From an optimization exercise on the open Yosys and OpenROAD flow, aimed at small area and a short achievable clock period; shortcuts taken in it are not production practice.
Where RTL was checked, it was by simulation tests only, not by an equivalence proof against the original.
Power and IR drop assume default switching activity.

==> flow/design.v (excerpt) <==
module mult_top (
    input  logic               clk,
    input  logic               reset,
    input  logic               in_valid,
    input  mult_pkg::operand_t a,
    input  mult_pkg::operand_t b,
    output logic               out_valid,
    output mult_pkg::product_u product
);
For scale: ~970 cells after synthesis, roughly 68 I/O pins, about 10000 µm² of cells after synthesis.
==> flow/config.mk <==
export PLATFORM = sky130hd
export DESIGN_NAME = mult_top
export DESIGN_NICKNAME = mult_top
export VERILOG_FILES = /design/flow/design.v
export SDC_FILE = /design/flow/constraint.sdc
export NUM_CORES = 4
export LEC_CHECK = 0
export CAP_MARGIN = 20
export CORE_MARGIN = 2
export CORE_UTILIZATION = 40
export CTS_BUF_LIST = sky130_fd_sc_hd__clkbuf_4 sky130_fd_sc_hd__clkbuf_8
export PLACE_DENSITY = 0.6
export SETUP_SLACK_MARGIN = 5
export SLEW_MARGIN = 20
export SYNTH_HIERARCHICAL = 1
==> flow/constraint.sdc <==
create_clock -name core_clock -period 8.0 [get_ports {clk}]
set_input_delay 1.6000 -clock core_clock [delete_from_list [all_inputs] [get_ports {clk}]]
set_output_delay 1.6000 -clock core_clock [all_outputs]
set_load 0.01 [all_outputs]
standard.sh (not shown) runs the stock make flow with config.mk's settings and CLKGATE_MAP_FILE= SYNTH_SCRIPT=/design/flow/synth_recipe.tcl, a recipe that flattens the netlist after the stock synthesis.
==> flow/flow/run.sh <==
#!/bin/bash
# Own layout flow: the standard layout (standard.sh, with its unchanged
# synthesis) plus a few extra ORFS make settings from flow/extra.txt, one
# VAR=value per line. Each step's full output goes to a log in this folder.
set -euo pipefail
EXTRA=()
while IFS= read -r l; do
  [[ -n "$l" && "$l" != \#* ]] && EXTRA+=("$l")
done < flow/extra.txt
# standard.sh passes its knobs on make's command line; ours go after them
sed 's#"${@:-finish}"#"${EXTRA[@]}" "${@:-finish}"#' standard.sh > own_standard.sh
( set -- synth; source ./own_standard.sh ) > synth.log 2>&1
( set -- finish; source ./own_standard.sh ) > layout.log 2>&1
test -f out/final.def
==> flow/flow/extra.txt <==
# port buffers: a plain buffer instead of the delay buffer buffer_ports picks
BUFFER_PORTS_ARGS=-buffer_cell sky130_fd_sc_hd__buf_2
==> next run, changes <==
--- a/flow/design.v
+++ b/flow/design.v
@@ -694,18 +694,21 @@
     logic c414;
     logic s415;
     logic c416;
     logic s417;
     logic c418;
     logic s419;
     logic c420;
+    logic m1_8_0;
+    logic m1_8_1;
+    logic m1_8_2;
+    logic m1_8_3;
     logic m1_9_0;
     logic m1_9_1;
     logic m1_9_2;
-    logic m1_9_3;
     logic m1_10_0;
     logic m1_10_1;
     logic m1_10_2;
     logic m1_11_0;
     logic m1_11_1;
     logic m1_11_2;
     logic m1_12_0;
@@ -759,17 +762,17 @@
     logic m1_28_0;
     logic m1_28_1;
     logic m1_28_2;
     logic m1_29_0;
     logic m1_29_1;
     logic m1_29_2;
     logic m1_30_0;
-    logic [9:0] lo_w, lo_q;
-    logic [10:0] lo_t;
-    logic [23:0] hi_w;
+    logic [8:0] lo_w, lo_q;
+    logic [9:0] lo_t;
+    logic [24:0] hi_w;
     always_ff @(posedge clk) begin
         a_r <= a;
         b_r <= b;
     end
     always_ff @(posedge clk) begin
         if (reset) begin
             v         <= '0;
@@ -1234,17 +1237,17 @@
     mult_xnor u_s365 (.x(pp_0_2), .y(pp_1_1), .s(s365));
     mult_or u_c366 (.x(pp_0_2), .y(pp_1_1), .c(c366));
     mult_fa u_s367 (.x(pp_2_1), .y(pp_3_0), .z(s313), .s(s367), .c(c368));
     mult_fa u_s369 (.x(c314), .y(s221), .z(s315), .s(s369), .c(c370));
     mult_fa u_s371 (.x(c316), .y(s223), .z(s317), .s(s371), .c(c372));
     mult_fa u_s373 (.x(c318), .y(s229), .z(s319), .s(s373), .c(c374));
     mult_fa u_s375 (.x(c320), .y(s233), .z(s321), .s(s375), .c(c376));
-    mult_fa u_s377 (.x(c322), .y(s237), .z(s323), .s(s377), .c(c378));
-    assign lo_t = {1'b0, c376, c374, c372, c370, c368, c366, pp_2_0, pp_0_1, pp_0_0, 1'b1} + {1'b0, s377, s375, s373, s371, s369, s367, s365, pp_1_0, 1'b1, 1'b1};
-    assign lo_w = lo_t[10:1];
+    assign lo_t = {1'b0, c374, c372, c370, c368, c366, pp_2_0, pp_0_1, pp_0_0, 1'b1} + {1'b0, s375, s373, s371, s369, s367, s365, pp_1_0, 1'b1, 1'b1};
+    assign lo_w = lo_t[9:1];
+    mult_fa u_s377 (.x(m1_8_0), .y(m1_8_1), .z(m1_8_2), .s(s377), .c(c378));
     mult_fa u_s379 (.x(m1_9_0), .y(m1_9_1), .z(m1_9_2), .s(s379), .c(c380));
     mult_fa u_s381 (.x(m1_10_0), .y(m1_10_1), .z(m1_10_2), .s(s381), .c(c382));
     mult_fa u_s383 (.x(m1_11_0), .y(m1_11_1), .z(m1_11_2), .s(s383), .c(c384));
     mult_fa u_s385 (.x(m1_12_0), .y(m1_12_1), .z(m1_12_2), .s(s385), .c(c386));
     mult_fa u_s387 (.x(m1_13_0), .y(m1_13_1), .z(m1_13_2), .s(s387), .c(c388));
     mult_fa u_s389 (.x(m1_14_0), .y(m1_14_1), .z(m1_14_2), .s(s389), .c(c390));
     mult_fa u_s391 (.x(m1_15_0), .y(m1_15_1), .z(m1_15_2), .s(s391), .c(c392));
@@ -1258,23 +1261,26 @@
     mult_fa u_s407 (.x(m1_23_0), .y(m1_23_1), .z(m1_23_2), .s(s407), .c(c408));
     mult_fa u_s409 (.x(m1_24_0), .y(m1_24_1), .z(m1_24_2), .s(s409), .c(c410));
     mult_fa u_s411 (.x(m1_25_0), .y(m1_25_1), .z(m1_25_2), .s(s411), .c(c412));
     mult_fa u_s413 (.x(m1_26_0), .y(m1_26_1), .z(m1_26_2), .s(s413), .c(c414));
     mult_fa u_s415 (.x(m1_27_0), .y(m1_27_1), .z(m1_27_2), .s(s415), .c(c416));
     mult_fa u_s417 (.x(m1_28_0), .y(m1_28_1), .z(m1_28_2), .s(s417), .c(c418));
     mult_fa u_s419 (.x(m1_29_0), .y(m1_29_1), .z(m1_29_2), .s(s419), .c(c420));
-    assign hi_w = {1'b1, m1_30_0, c418, c416, c414, c412, c410, c408, c406, c404, c402, c400, c398, c396, c394, c392, c390, c388, c386, c384, c382, c380, m1_9_3, lo_q[9]} + {1'b1, c420, s419, s417, s415, s413, s411, s409, s407, s405, s403, s401, s399, s397, s395, s393, s391, s389, s387, s385, s383, s381, s379, lo_q[9]};
-    assign sum_w[8:0] = ~lo_q[8:0];
-    assign sum_w[31:9] = ~hi_w[23:1];
+    assign hi_w = {1'b1, m1_30_0, c418, c416, c414, c412, c410, c408, c406, c404, c402, c400, c398, c396, c394, c392, c390, c388, c386, c384, c382, c380, c378, m1_8_3, lo_q[8]} + {1'b1, c420, s419, s417, s415, s413, s411, s409, s407, s405, s403, s401, s399, s397, s395, s393, s391, s389, s387, s385, s383, s381, s379, s377, lo_q[8]};
+    assign sum_w[7:0] = ~lo_q[7:0];
+    assign sum_w[31:8] = ~hi_w[24:1];
     always_ff @(posedge clk) begin
         lo_q <= lo_w;
+        m1_8_0 <= c322;
+        m1_8_1 <= s237;
+        m1_8_2 <= s323;
+        m1_8_3 <= c376;
         m1_9_0 <= s241;
         m1_9_1 <= c324;
         m1_9_2 <= s325;
-        m1_9_3 <= c378;
         m1_10_0 <= s245;
         m1_10_1 <= c326;
         m1_10_2 <= s327;
         m1_11_0 <= c328;
         m1_11_1 <= s249;
         m1_11_2 <= s329;
         m1_12_0 <= s253;
=>
- The new run ran to the end with no violations
- wire length grows by 0.97%
- critical path depth fell by 2
- worst setup slack improved by 0.074 ns
- via count falls by 1.9%
- hold slack is about the same
- synthesized cell count went up by 2.0%
- synthesized area went up by about 2.1%
- utilization is lower by 0.88 points
- power rose by 10%
For the first run of this note, only the layout was checked, not whether the RTL still works.

-- port drivers added, routing unchanged --
How much do the figures lean on ideal ports? The routed layouts below were timed once more, with nothing changed but the port constraints. Step 1: set_driving_cell puts a clkbuf_16 on clk and a buf_2 on each other input, an assumption about the parent block. Step 2 adds t to the input delays and takes it off the output delays; t is the mean of the earliest and latest rising clock arrival at the registers after step 1. Input paths then give back, and output paths get back, about the clock's delay inside the block. Slacks: ideal ports / drivers / drivers and shift; pairs: ideal ports / drivers.
run | t (ns) | slack for setup (ns) | pins driven straight from the clock port
the first run | 0.494 | 4.968 / 4.968 / 4.684 | 1
the second run | 0.493 | 5.043 / 5.043 / 4.889 | 1
After both steps every run listed still meets setup and hold. The setup slack of the first run, which loses most, moves by 0.000 ns with the drivers and by -0.284 ns with both steps.
